Context: an optimization exercise on an open-source flow, tuned for a short achievable clock period and few clock cycles per item. The choices shown serve that exercise and are no tape-out recipe. In this exercise RTL edits were held to simulation tests only and were not proved equivalent to the original. Power is estimated from default activity; no workload was simulated.

==> flow/design.v <==
`timescale 1ns/10ps
package isa_pkg;
    localparam int INSTR_W = 18;
    localparam int OPCODE_MSB = 17;
    localparam int OPCODE_LSB = 14;
    localparam int R1_LSB = 10;
    localparam int R2_LSB = 6;
    localparam int R3_LSB = 2;
    localparam int IMM_W = 6;          
    localparam int JUMP_TGT_LSB = 4;   
    typedef enum logic [OPCODE_MSB-OPCODE_LSB:0] {
        OP_ADD     = 4'b0000,
        OP_ADDI    = 4'b0001,
        OP_NOR     = 4'b0010,
        OP_CMP     = 4'b0011,
        OP_AND     = 4'b0100,
        OP_ANDI    = 4'b0101,
        OP_NAND    = 4'b0110,
        OP_ILLEGAL = 4'b0111,   
        OP_LD      = 4'b1000,
        OP_ST      = 4'b1001,
        OP_JE      = 4'b1010,   
        OP_JA      = 4'b1011,   
        OP_JB      = 4'b1100,   
        OP_JAE     = 4'b1101,   
        OP_JBE     = 4'b1110,   
        OP_JUMP    = 4'b1111    
    } opcode_e;
endpackage
`timescale 1ns/10ps
package core_pkg;
    localparam int WORD_W = 18;
    localparam int ADDR_W = 10;       
    localparam int REG_ADDR_W = 4;
    localparam int NUM_REGS = 16;
    typedef enum logic [3:0] {
        S_INIT   = 4'd0,
        S_FETCH  = 4'd1,
        S_DECODE = 4'd2,
        S_ALU    = 4'd3,
        S_CMP    = 4'd4,
        S_LD     = 4'd5,
        S_ST     = 4'd6,
        S_JUMP   = 4'd7,
        S_WRITE  = 4'd8
    } state_e;
    typedef enum logic [1:0] {
        ALU_ADD  = 2'b00,
        ALU_NOR  = 2'b01,
        ALU_AND  = 2'b10,
        ALU_NAND = 2'b11
    } alu_op_e;
endpackage
`timescale 1ns/10ps
module cpu_top (
    input  logic        clk,
    input  logic        reset,
    output logic [9:0]  instr_addr,
    input  logic [17:0] instr_data,
    output logic [9:0]  mem_addr,
    output logic [17:0] mem_wdata,
    output logic        mem_we,
    output logic        mem_re,
    input  logic [17:0] mem_rdata
);
    localparam int PD_LD   = 0;
    localparam int PD_ST   = 1;
    localparam int PD_CMP  = 2;
    localparam int PD_BR   = 3;
    localparam int PD_WR   = 4;    
    localparam int PD_IMM  = 5;
    localparam int PD_ALU  = 6;    
    localparam int PD_CM   = 8;    
    localparam int PD_RX   = 12;   
    localparam int PD_RY   = 16;   
    localparam int PD_W    = 20;
    function automatic logic [PD_W-1:0] predecode(input logic [17:0] w);
        logic [PD_W-1:0] p;
        logic [3:0] op;
        logic       cmp, st;
        op = w[17:14];
        cmp = (op == 4'b0011);
        st  = (op == 4'b1001);
        p = '0;
        p[PD_LD]  = (op == 4'b1000);
        p[PD_ST]  = st;
        p[PD_CMP] = cmp;
        p[PD_BR]  = op[3] && (op[3:1] != 3'b100);
        p[PD_WR]  = (op == 4'b0000) || (op == 4'b0001) || (op == 4'b0010) ||
                    (op == 4'b0100) || (op == 4'b0101) || (op == 4'b0110) ||
                    (op == 4'b1000);
        p[PD_IMM] = (op == 4'b0001) || (op == 4'b0101);
        case (op)
            4'b0010:          p[PD_ALU +: 2] = 2'd1;
            4'b0100, 4'b0101: p[PD_ALU +: 2] = 2'd2;
            4'b0110:          p[PD_ALU +: 2] = 2'd3;
            default:          p[PD_ALU +: 2] = 2'd0;
        endcase
        case (op)
            4'b1010: p[PD_CM +: 4] = 4'b0100;   
            4'b1011: p[PD_CM +: 4] = 4'b0001;   
            4'b1100: p[PD_CM +: 4] = 4'b0010;   
            4'b1101: p[PD_CM +: 4] = 4'b0101;   
            4'b1110: p[PD_CM +: 4] = 4'b1110;   
            4'b1111: p[PD_CM +: 4] = 4'b1111;   
            default: p[PD_CM +: 4] = 4'b0000;
        endcase
        p[PD_RX +: 4] = (cmp || st) ? w[13:10] : w[9:6];
        p[PD_RY +: 4] = cmp ? w[9:6] : w[5:2];
        predecode = p;
    endfunction
    logic [PD_W-1:0] pd_in;
    assign pd_in = predecode(instr_data);
    logic [9:0]  nxt_q;       
    logic [9:0]  pcI_q;       
    logic        vI_q;
    logic        selM_q, selD_q, selS_q, selN_q;
    logic [9:0]  redirM_q;    
    logic [9:0]  tgtD_q;      
    logic [17:0] ir_q;
    logic [PD_W-1:0] pd_q;
    logic [9:0]  pcD_q;
    logic        vD_q;
    logic        predD_q;     
    logic        fwdX_q, fwdY_q;
    logic        vE_q;
    logic [17:0] opX_q, opY_q;
    logic [1:0]  e_alu_q;
    logic        e_ld_q, e_st_q, e_cmp_q, e_wr_q;
    logic [3:0]  e_rd_q;
    logic        mis_q;       
    logic        z_q, c_q;
    logic        mem_we_q, mem_re_q;
    logic [9:0]  mem_addr_q;
    logic [17:0] wdata_q;
    logic [17:0] rf [16];
    always_comb begin
        instr_addr = ({10{selM_q}} & redirM_q) | ({10{selD_q}} & tgtD_q) |
                     ({10{selS_q}} & pcI_q)    | ({10{selN_q}} & nxt_q);
    end
    logic [17:0] alu_res, res;
    logic        eq, lt;
    always_comb begin
        case (e_alu_q)
            2'd0: alu_res = opX_q + opY_q;
            2'd1: alu_res = ~(opX_q | opY_q);
            2'd2: alu_res = opX_q & opY_q;
            default: alu_res = ~(opX_q & opY_q);
        endcase
    end
    assign res = e_ld_q ? mem_rdata : alu_res;
    assign eq  = (opX_q == opY_q);
    assign lt  = (opX_q < opY_q);
    logic z_n, c_n;
    assign z_n = (vE_q && e_cmp_q) ? eq : z_q;
    assign c_n = (vE_q && e_cmp_q) ? lt : c_q;
    logic mis, dred, stall;
    assign mis   = mis_q;
    assign dred  = vD_q && predD_q && !mis;
    assign stall = vD_q && pd_q[PD_LD] && vE_q && e_st_q;
    logic taken_n;
    assign taken_n = pd_q[PD_CM + {z_n, c_n}];
    logic vE_n, vD_n;
    assign vE_n = vD_q && !mis && !stall;
    assign vD_n = stall ? vD_q : (vI_q && !mis && !dred);
    logic mis_n;
    assign mis_n = vE_n && pd_q[PD_BR] && (taken_n != predD_q);
    logic [PD_W-1:0] pd_n;
    logic [17:0] ir_n;
    assign ir_n = stall ? ir_q : instr_data;
    assign pd_n = stall ? pd_q : pd_in;
    logic pred_in;
    assign pred_in = pd_in[PD_BR] && (pd_in[PD_CM +: 4] == 4'b1111 || instr_data[13:4] <= pcI_q);
    logic predD_n;
    assign predD_n = stall ? predD_q : pred_in;
    logic stall_n;
    assign stall_n = !stall && vD_n && pd_in[PD_LD] && vE_n && pd_q[PD_ST];
    logic [17:0] rfX, rfY, opX_n, opY_n;
    assign rfX = rf[pd_q[PD_RX +: 4]];
    assign rfY = rf[pd_q[PD_RY +: 4]];
    assign opX_n = fwdX_q ? res : rfX;
    assign opY_n = pd_q[PD_IMM] ? {12'd0, ir_q[5:0]} : (fwdY_q ? res : rfY);
    logic e_wr_n;
    assign e_wr_n = vE_n && pd_q[PD_WR];
    always_ff @(posedge clk or posedge reset) begin
        if (reset) begin
            nxt_q    <= '0;
            pcI_q    <= '0;
            vI_q     <= 1'b0;
            selM_q   <= 1'b0;
            selD_q   <= 1'b0;
            selS_q   <= 1'b0;
            selN_q   <= 1'b1;
            redirM_q <= '0;
            tgtD_q   <= '0;
            ir_q     <= '0;
            pd_q     <= '0;
            pcD_q    <= '0;
            vD_q     <= 1'b0;
            predD_q  <= 1'b0;
            fwdX_q   <= 1'b0;
            fwdY_q   <= 1'b0;
            vE_q     <= 1'b0;
            opX_q    <= '0;
            opY_q    <= '0;
            e_alu_q  <= '0;
            e_ld_q   <= 1'b0;
            e_st_q   <= 1'b0;
            e_cmp_q  <= 1'b0;
            e_wr_q   <= 1'b0;
            e_rd_q   <= '0;
            mis_q    <= 1'b0;
            z_q      <= 1'b0;
            c_q      <= 1'b0;
            mem_we_q <= 1'b0;
            mem_re_q <= 1'b0;
            mem_addr_q <= '0;
            wdata_q  <= '0;
        end else begin
            pcI_q  <= instr_addr;
            nxt_q  <= instr_addr + 10'd1;
            vI_q   <= stall ? vI_q : 1'b1;
            selM_q <= mis_n;
            selD_q <= !mis_n && !stall && vD_n && pred_in;
            selS_q <= stall_n;
            selN_q <= !mis_n && !(!stall && vD_n && pred_in) && !stall_n;
            redirM_q <= taken_n ? ir_q[13:4] : pcD_q + 10'd1;
            tgtD_q <= ir_n[13:4];
            if (!stall) begin
                ir_q  <= instr_data;
                pd_q  <= pd_in;
                pcD_q <= pcI_q;
            end
            vD_q    <= vD_n;
            predD_q <= predD_n;
            fwdX_q  <= e_wr_n && (ir_q[13:10] == pd_n[PD_RX +: 4]);
            fwdY_q  <= e_wr_n && (ir_q[13:10] == pd_n[PD_RY +: 4]);
            vE_q    <= vE_n;
            opX_q   <= opX_n;
            opY_q   <= opY_n;
            e_alu_q <= pd_q[PD_ALU +: 2];
            e_ld_q  <= pd_q[PD_LD];
            e_st_q  <= pd_q[PD_ST];
            e_cmp_q <= pd_q[PD_CMP];
            e_wr_q  <= e_wr_n;
            e_rd_q  <= ir_q[13:10];
            mis_q   <= mis_n;
            z_q     <= z_n;
            c_q     <= c_n;
            mem_we_q   <= vE_n && pd_q[PD_ST];
            mem_re_q   <= vD_n && pd_n[PD_LD] && !mis_n && !stall_n;
            mem_addr_q <= ((vE_n && pd_q[PD_ST]) || stall) ? ir_q[9:0] : instr_data[9:0];
            if (vE_n && pd_q[PD_ST]) wdata_q <= opX_n;
        end
    end
    always_ff @(posedge clk or posedge reset) begin
        if (reset) begin
            for (int i = 0; i < 16; i++) rf[i] <= '0;
        end else if (vE_q && e_wr_q) begin
            rf[e_rd_q] <= res;
        end
    end
    assign mem_we    = mem_we_q;
    assign mem_re    = mem_re_q;
    assign mem_addr  = mem_addr_q;
    assign mem_wdata = wdata_q;
endmodule
==> flow/run.sh <==
#!/bin/bash
# synth_recipe.tcl (not shown) runs the flow's synth.tcl, then flattens the netlist and writes it again
# the make line also repeats each setting of config.mk as NAME=value (left out here)
make -C /OpenROAD-flow-scripts/flow DESIGN_CONFIG=/design/flow/config.mk WORK_HOME=/design/flow/orfs CLKGATE_MAP_FILE= SYNTH_SCRIPT=/design/flow/synth_recipe.tcl finish
==> flow/config.mk <==
export PLATFORM = sky130hd
export DESIGN_NAME = cpu_top
export DESIGN_NICKNAME = cpu_top
export VERILOG_FILES = /design/flow/design.v
export SDC_FILE = /design/flow/constraint.sdc
export NUM_CORES = 4
export LEC_CHECK = 0
export CAP_MARGIN = 20
export CORE_MARGIN = 2
export CORE_UTILIZATION = 40
export SLEW_MARGIN = 20
==> flow/constraint.sdc <==
create_clock -name core_clock -period 6.0 [get_ports {clk}]
set_input_delay 1.2000 -clock core_clock [delete_from_list [all_inputs] [get_ports {clk}]]
set_output_delay 1.2000 -clock core_clock [all_outputs]
set_load 0.01 [all_outputs]
==> summary.txt, run 1 <==
worst clock skew on the final layout 0.0277 ns; clock transition at the registers of the reported paths 0.06 ns; beginning of the critical path opX_q[14]; slowest cell delay on critical path 0.78 ns; fraction of final layout cells sized beyond drive strength 1 0.0882; height of the die 241 um; Fmax achieved 239 MHz; gr ovfl total 0; post-synthesis sequential element count 450; clock latency on the worst-skew pair 0.61 ns; Reg-to-Reg Start opX_q[14]; Port Buf Inserts 77; CTS Root Cell sky130_fd_sc_hd__clkbuf_16; fill cell count 5,220; clock tree from TritonCTS built; arrival time worst endpoint 4.66 ns; Final Routed Wirelength 83,300 um; Antenna Nets Post-Route 0; number of antenna repair diodes 0; Worst Hold Endpoint e_cmp_q; clock sink count 450; Inst Count DP 3,120; core utilization of the finished layout 0.466; Worst Min Path Start pd_q[2]; cts bufs inserted 49; arithmetic-cell share of the synthesized area counting full adders, half adders and majority gates 0.0377; syn avg cell area 9.36 um2; setup repair after global routing missed its margin false; power dissipated by switching net loads 5570 uW; via count of the first global-routing pass 19.3k; Critical Path Source Type flop; portion of the post-synthesis area used by sequential elements 0.502; count of warnings emitted by yosys 2; net count reported at finish 2,528; fraction of power spent switching nets 0.412; Synth Instances 2,394; area of the placeable core 0.0552 mm2; count of H-tree levels built during CTS 2; CP Class reg -> reg; number of max-slew violations in the final report 0; netlist area before placement 0.0224 mm2; combinational cell fraction of total power 0.364; post-cts sizing count 0; DRC errors left 0; Yosys top cell area share 0.501; number of hold-repair buffers added at the cts stage 0; final number of setup-violating endpoints 0; cell types occupying the most area after synthesis sky130_fd_sc_hd__dfrtp_1 (50%), sky130_fd_sc_hd__nand2_1 (7.4%), sky130_fd_sc_hd__o21ai_0 (7.1%), sky130_fd_sc_hd__a22oi_1 (6.8%), sky130_fd_sc_hd__ha_1 (3.7%); instance count along the most critical hold path 0; Row Count 86; most common cell after layout, fill and taps aside sky130_fd_sc_hd__dfrtp_1; placed wire-length estimate 52,300 um; count of unique library cells instantiated by Yosys 64; critical path cell sequence inv_1 > ha_1 > or4_1 > nor4_1 > o311ai_1 > a32oi_2 > mux2i_1 > mux2_2 > mux2i_1 > nor2_1; DRT Pass-1 Iters 6; slack of the worst reg-to-reg path 1.81 ns; endpoint of the most critical register-to-register path selD_q; pin count of the biggest net entering global routing 158; share of total power in sequential cells 0.414; endpoint type of the worst setup path flop; Longest Clk Path Bufs 3; Hold/Removal Path Class reg -> reg; P&R area growth vs syn 14.7%; dominant register cell in the synthesized netlist sky130_fd_sc_hd__dfrtp_1; transition time of the tightest slew-check pin 1.09 ns; compound-cell area share of the yosys netlist 0.225; MaxCap Viol Count 0; leak pwr 0.0115 uW; vias after detailed routing 19.8k; GRT Util Overall 0.288; required time of the worst setup path 6.47 ns; final weighted congestion in routability-driven placement 0.948; Critical Path Most Common Cell sky130_fd_sc_hd__mux2i_1; Post-Synth Simple-Gate Area 0.139; routed via count divided by cell count 6.16; number of failing hold endpoints at the final stage 0; net count after synthesis 2,499; wire length of the first global-routing pass 124,000 um; setup repair bufs after CTS 0; xor/xnor share of the synthesized area 0.0199; crit path time final 4.19 ns; Die Outline Area 0.0579 mm2; slowest cell on the critical path sky130_fd_sc_hd__nor4_1; antenna violations before repair 1; worst reg-to-reg path cell count 10; num ports 78; Starting Density 0.406; top fanout value on the critical path 20; count of flip-flops with a built-in enable after synthesis 0; top library cells by usage in the layout, fill and taps aside sky130_fd_sc_hd__dfrtp_1 (449), sky130_fd_sc_hd__nand2_1 (429), sky130_fd_sc_hd__o21ai_0 (320); proportion of power drawn by the clock network 0.222; max_slew headroom 0.269; fraction of synthesis flops using an asynchronous set or reset pin 1.00; main combinational cell family by area after synthesis compound AO/OA/AOI/OAI gates; final cell count without fillers 3,208; Pwr Density 525 mW/mm2; die width 241 um; leading area contributor after synthesis sky130_fd_sc_hd__dfrtp_1; final cycle utilization of the critical path 0.698; mux contribution to synthesized area 0.0352; maximum VDD drop 0.000317 V; Starting DRT DRC Count 2,453; WL per Instance 26.0 um; run status finished clean; cell internal pwr 7940 uW; total power 13,500 uW
state kept, by name, indices dropped and copies added (netlist names), 2 cells and up:
name and count:
e_alu_q 2, e_rd_q 4, ir_q 5, mem_addr_q 10, nxt_q 10, opX_q 18
opY_q 18, pcD_q 10, pcI_q 10, pd_q 20, redirM_q 10, rf 288
tgtD_q 9, wdata_q 18
cell type report:
type | count | area, um2 | share of cell area
Inverter | 71 | 270 | 0.0105
Multi-Input combinational cell | 1708 | 10400 | 0.403
Sequential cell | 450 | 11300 | 0.438
Clock buffer | 73 | 1430 | 0.0555
Clock inverter | 15 | 144 | 0.00560
Timing Repair Buffer | 143 | 1300 | 0.0507
Tap cell | 748 | 936 | 0.0364
cell usage after synthesis (5+ instances only):
| library cell | number |
|---|---|
| sky130_fd_sc_hd__nor3_1 | 27 |
| sky130_fd_sc_hd__a22oi_1 | 204 |
| sky130_fd_sc_hd__dfrtp_1 | 449 |
| sky130_fd_sc_hd__xnor2_1 | 28 |
| sky130_fd_sc_hd__a221oi_1 | 36 |
| sky130_fd_sc_hd__a21o_1 | 13 |
| sky130_fd_sc_hd__nand2_1 | 440 |
| sky130_fd_sc_hd__inv_1 | 69 |
| sky130_fd_sc_hd__nor2_1 | 87 |
| sky130_fd_sc_hd__nand2b_1 | 16 |
| sky130_fd_sc_hd__or3_1 | 6 |
| sky130_fd_sc_hd__a22o_1 | 31 |
| sky130_fd_sc_hd__xor2_1 | 23 |
| sky130_fd_sc_hd__and2_1 | 5 |
| sky130_fd_sc_hd__o211ai_1 | 5 |
| sky130_fd_sc_hd__mux2_2 | 37 |
| sky130_fd_sc_hd__clkbuf_1 | 155 |
| sky130_fd_sc_hd__o21ai_1 | 10 |
| sky130_fd_sc_hd__mux2i_1 | 36 |
| sky130_fd_sc_hd__nor2b_1 | 11 |
| sky130_fd_sc_hd__o2111ai_1 | 5 |
| sky130_fd_sc_hd__nor3b_1 | 6 |
| sky130_fd_sc_hd__ha_1 | 66 |
| sky130_fd_sc_hd__a21oi_1 | 78 |
| sky130_fd_sc_hd__nand3b_1 | 5 |
| sky130_fd_sc_hd__o31ai_1 | 8 |
| sky130_fd_sc_hd__nand4_1 | 40 |
| sky130_fd_sc_hd__o22ai_1 | 40 |
| sky130_fd_sc_hd__and3_1 | 5 |
| sky130_fd_sc_hd__o21ai_0 | 320 |
| sky130_fd_sc_hd__a31oi_1 | 5 |
| sky130_fd_sc_hd__a222oi_1 | 5 |
| sky130_fd_sc_hd__buf_1 | 7 |
| sky130_fd_sc_hd__nand3_1 | 58 |
| sky130_fd_sc_hd__a211oi_1 | 6 |
power by group through the flow:
stage	Combinational (uW)	Clock, uW	Sequential, uW
after floorplan	3200	0	5170
after global placement	4700	0	5540
after detailed placement	4830	0	5570
after CTS	4850	3040	5540
after global routing	5430	3170	5730
final	4910	3000	5600
how the worst max path moves through the flow:
| stage | endpoint | slack [ns] | depth (start not counted) |
|---|---|---|---|
| finish | selD_q | 1.81 | 10 |
| detailed placement | mem_re_q | 1.95 | 10 |
| global placement | mem_re_q | 2.14 | 10 |
| floorplan | c_q | -1.28 | 1 |
| global route | selN_q | 1.55 | 10 |
| CTS | selD_q | 1.93 | 10 |
layer usage:
layer  track usage  share of wire  wire length [um]
met5             0              0                 0
met4         0.140          0.050              4170
met3        0.0618          0.095              7920
met2         0.436           0.44             36800
met1         0.392           0.41             34400
worst max-delay path: cells and delay by family (launching register included):
family	cells	cell delay [ns]
muxes	3	1.02
AOI/OAI and AO/OA	2	0.73
DFF	1	0.37
and+or+nand+nor	3	1.46
adders and majority gates	1	0.41
buffers and inverters	1	0.05
through the flow:
step	hold WS (ns)	setup WS (ns)	cell area (um2)	setup TNS, ns
final	0.372	1.81	25700	0
after global routing	0.374	1.55	25700	0
after CTS	0.372	1.93	25700	0
after detailed placement	0.358	1.95	24100	0
after global placement	0.361	2.14	24100	0
after floorplan	0.354	-1.28	22400	-576.65
cells by family after synthesis:
logic type               Yosys count
AO/OA/AOI/OAI                    794
XOR/XNOR                          51
adder cells (fa/ha/maj)           67
buffers and inverters            236
flip-flops                       450
multiplexers                      74
AND/OR/NAND/NOR                  722
Testbench counts, summed over its fixed seeds: cycles 98,180, instrs 84,944.
==> run 2: changes to the inputs <==
--- a/flow/config.mk
+++ b/flow/config.mk
@@ -6,6 +6,9 @@
 export NUM_CORES = 4
 export LEC_CHECK = 0
+export ABC_CLOCK_PERIOD_IN_PS = 2000
 export CAP_MARGIN = 20
 export CORE_MARGIN = 2
 export CORE_UTILIZATION = 40
+export GPL_TIMING_DRIVEN = 1
+export SETUP_SLACK_MARGIN = 4.0
 export SLEW_MARGIN = 20
==> run 2 against run 1 <==
Clock skew increased by 0.0062 ns. Maximum frequency increased by 25%. Cell area increased by 21%. Synthesized area unchanged. Non-clock buffer count increased by 272. Global-route usage increased by 2.4 points. Clock power increased by 4%. Worst setup slack improved by 0.83 ns. Worst hold slack about the same. Critical endpoint is now wdata_q[17]. Largest power group is now combinational cells. Highest routed layer unchanged.
==> summary.txt, run 2 <==
count of H-tree levels built during CTS 2; Final Routed Wirelength 91,800 um; number of hold-repair buffers added at the cts stage 0; net count after synthesis 2,499; Row Count 86; cell internal pwr 10,900 uW; netlist area before placement 0.0224 mm2; dominant cell by count in the synthesized netlist sky130_fd_sc_hd__dfrtp_1; fraction of final layout cells sized beyond drive strength 1 0.320; number of antenna repair diodes 0; register name with the most flops rf; Antenna Nets Post-Route 0; largest registers ranked by flip-flop count rf x288, pd_q x20; top library cells by usage in the layout, fill and taps aside sky130_fd_sc_hd__dfrtp_1 (438), sky130_fd_sc_hd__nand2_1 (420), sky130_fd_sc_hd__a22oi_1 (181); net count reported at finish 2,805; aggregate negative setup slack 0 ns; fraction of power spent switching nets 0.401; WL per Instance 26.3 um; height of the die 241 um; number of failing hold endpoints at the final stage 0; setup repair after global routing missed its margin true; final weighted congestion in routability-driven placement 0.923; pin count of the biggest net entering global routing 82; Synth Instances 2,394; placed wire-length estimate 51,200 um; wire length of the first global-routing pass 135,000 um; area of the placeable core 0.0552 mm2; proportion of power drawn by the clock network 0.172; Reg-to-Reg Start opY_q[3]; P&R area growth vs syn 38.5%; final cell count without fillers 3,486; Critical Path Source Type flop; cell family contributing the most delay on the critical path compound AO/OA/AOI/OAI gates; Critical Path Most Common Cell sky130_fd_sc_hd__a221o_1; gr ovfl total 0; max_slew headroom 0.372; Worst Hold Endpoint e_cmp_q; Longest Clk Path Bufs 3; required time of the worst setup path 6.45 ns; top fanout value on the critical path 5; Hold/Removal Path Class reg -> reg; count of warnings emitted by yosys 2; worst clock skew on the final layout 0.0339 ns; maximum VDD drop 0.000346 V; instance count along the most critical hold path 0; syn avg cell area 9.36 um2; most common cell after layout, fill and taps aside sky130_fd_sc_hd__dfrtp_1; buffers plus inverters on the worst setup path 3; routed via count divided by cell count 6.20; Port Buf Inserts 77; critical path cell sequence inv_2 > ha_4 > and2_4 > a221o_1 > o21a_1 > a221o_1 > a221o_1 > a221oi_2 > xnor2_2 > a221oi_4 > buf_6 > buf_12 > o31ai_2; clock transition at the registers of the reported paths 0.06 ns; DRC errors left 0; clock latency on the worst-skew pair 0.61 ns; run status finished clean; crit path time final 3.36 ns; count of flip-flops with a built-in enable after synthesis 0; slowest cell delay on critical path 0.38 ns; final number of setup-violating endpoints 0; Worst Min Path Start pd_q[2]; worst reg-to-reg path cell count 13; portion of the post-synthesis area used by sequential elements 0.502; Starting DRT DRC Count 2,918; DRT Pass-1 Iters 8; CP Class reg -> reg; cts bufs inserted 50; clock sink count 450; leading area contributor after synthesis sky130_fd_sc_hd__dfrtp_1; Inst Count DP 3,118; transition time of the tightest slew-check pin 0.941 ns; endpoint type of the worst setup path flop; vias after detailed routing 21.6k; final instance area 0.0310 mm2; arrival time worst endpoint 3.81 ns; combinational cell fraction of total power 0.519; fraction of synthesis flops using an asynchronous set or reset pin 1.00; final cycle utilization of the critical path 0.560; via count of the first global-routing pass 21.2k; total power 18,200 uW; Yosys top cell area share 0.501; antenna violations before repair 0; Die Outline Area 0.0579 mm2; max reg flops 288; Starting Density 0.406; clock tree from TritonCTS built; num ports 78; slowest cell on the critical path sky130_fd_sc_hd__dfrtp_1; Post-synth top cells sky130_fd_sc_hd__dfrtp_1 (449), sky130_fd_sc_hd__nand2_1 (440), sky130_fd_sc_hd__o21ai_0 (320); final hold slack 0.372 ns; count of unique library cells instantiated by Yosys 64; share of total power in sequential cells 0.309; Fmax achieved 298 MHz; MaxCap Viol Count 0; cell types occupying the most area after synthesis sky130_fd_sc_hd__dfrtp_1 (50%), sky130_fd_sc_hd__nand2_1 (7.4%), sky130_fd_sc_hd__o21ai_0 (7.1%), sky130_fd_sc_hd__a22oi_1 (6.8%), sky130_fd_sc_hd__ha_1 (3.7%); post-placement cell area 0.0244 mm2; Pwr Density 585 mW/mm2; CTS Root Cell sky130_fd_sc_hd__clkbuf_16; dominant register cell in the synthesized netlist sky130_fd_sc_hd__dfrtp_1; endpoint of the most critical register-to-register path wdata_q[17]; slack of the worst reg-to-reg path 2.64 ns; power dissipated by switching net loads 7290 uW; GRT Util Overall 0.312; leak pwr 0.0139 uW; die width 241 um; post-synthesis sequential element count 450; number of max-slew violations in the final report 0
[run 2: cell counts after synthesis]
Identical to the previous run, type by type.
[run 2: power groups by stage]
| stage | Sequential, uW | Clock (uW) | Combinational (uW) |
|---|---|---|---|
| after floorplan | 5170 | 0 | 3780 |
| after detailed placement | 5560 | 0 | 5070 |
| after CTS | 5530 | 3150 | 8270 |
| after global routing | 5730 | 3280 | 10000 |
| after global placement | 5520 | 0 | 4930 |
| final | 5620 | 3120 | 9430 |
[run 2: routing by layer]
| layer | GRT usage | part of all wire | vias up |
|---|---|---|---|
| met1 | 0.409 | 0.39 | 10600 |
| met2 | 0.465 | 0.44 | 1358 |
| li1 | - | - | 9301 |
| met4 | 0.191 | 0.067 | 0 |
| met3 | 0.0783 | 0.11 | 351 |
| met5 | 0 | 0 | - |
[run 2: metrics by stage]
| step | worst slack (ns) | util |
|---|---|---|
| 4_1_cts | 2.68 | 0.543 |
| 3_3_place_gp | 2.38 | 0.442 |
| 2_1_floorplan | -1.28 | - |
| 5_1_grt | 2.55 | 0.562 |
| 3_5_place_dp | 2.28 | 0.442 |
| 6_report | 2.64 | 0.562 |
[run 2: cell type report]
class | instances | area, um2
clock buffer | 77 | 1490
clock inverter | 13 | 159
fill | 4654 | 24200
inverter | 71 | 289
multi-input combinational | 1712 | 12400
sequential | 450 | 11300
tap | 748 | 936
timing repair buffer | 415 | 4480
[run 2: worst register-to-register path, delay by kind of cell (launching register included)]
family          cells  cell delay, ns
buf+inv             3            0.39
xor+xnor            1            0.15
fa+ha+maj           1            0.21
simple gates        1            0.16
flops               1            0.38
compound gates      7            1.93
[run 2: worst max-delay path by stage]
stage / startpoint / end / slack (ns) / cells past startpoint
floorplan: reset / c_q / -1.28 / 1
global placement: opX_q[3] / opX_q[17] / 2.38 / 11
detailed placement: opX_q[3] / opX_q[17] / 2.28 / 11
CTS: opX_q[4] / wdata_q[17] / 2.68 / 13
global route: opY_q[3] / wdata_q[17] / 2.55 / 13
finish: opY_q[3] / wdata_q[17] / 2.64 / 13
[run 2: cells by family (layout without fill, tap and decap cells)]
family / count (synthesis) / after routing / share of synthesized area
AND/OR/NAND/NOR: 722 / 724 / 0.139
multiplexers: 74 / 76 / 0.0352
adder cells (fa/ha/maj): 67 / 67 / 0.0377
buffers and inverters: 236 / 576 / 0.0398
XOR/XNOR: 51 / 51 / 0.0199
flip-flops: 450 / 450 / 0.502
AO/OA/AOI/OAI: 794 / 794 / 0.225
[run 2: repair_timing]
item | in CTS | in global routing
gates resized for setup | 678 | 201
hold endpoints to repair | 0 | 0
setup buffers | 214 | 43
pin swaps | 104 | 69
gates cloned | 15 | 6
setup endpoints to repair | 767 | 549

re-timing with driven ports:
Ports are ideal in the flow. The routed layouts listed here were re-timed in OpenROAD.
Step 1 sets driving cells, clkbuf_16 on the clock port and buf_2 on the other inputs (assumed; they add their load-dependent delay and slew).
Step 2 moves the port delays by t, midway between the first and last clock arrival at a register: inputs arrive t later, outputs are due t later. That takes back most of the time a late clock gives input paths.
Three values: ideal ports, drivers, drivers and shift; two values: the first two.
run | t (ns) | setup WS [ns] | worst setup path at the end
run 1 | 0.655 | 1.810 / 1.810 / 1.810 | register to register
run 2 | 0.652 | 2.639 / 2.639 / 2.639 | register to register
After both steps every run listed still meets setup and hold.
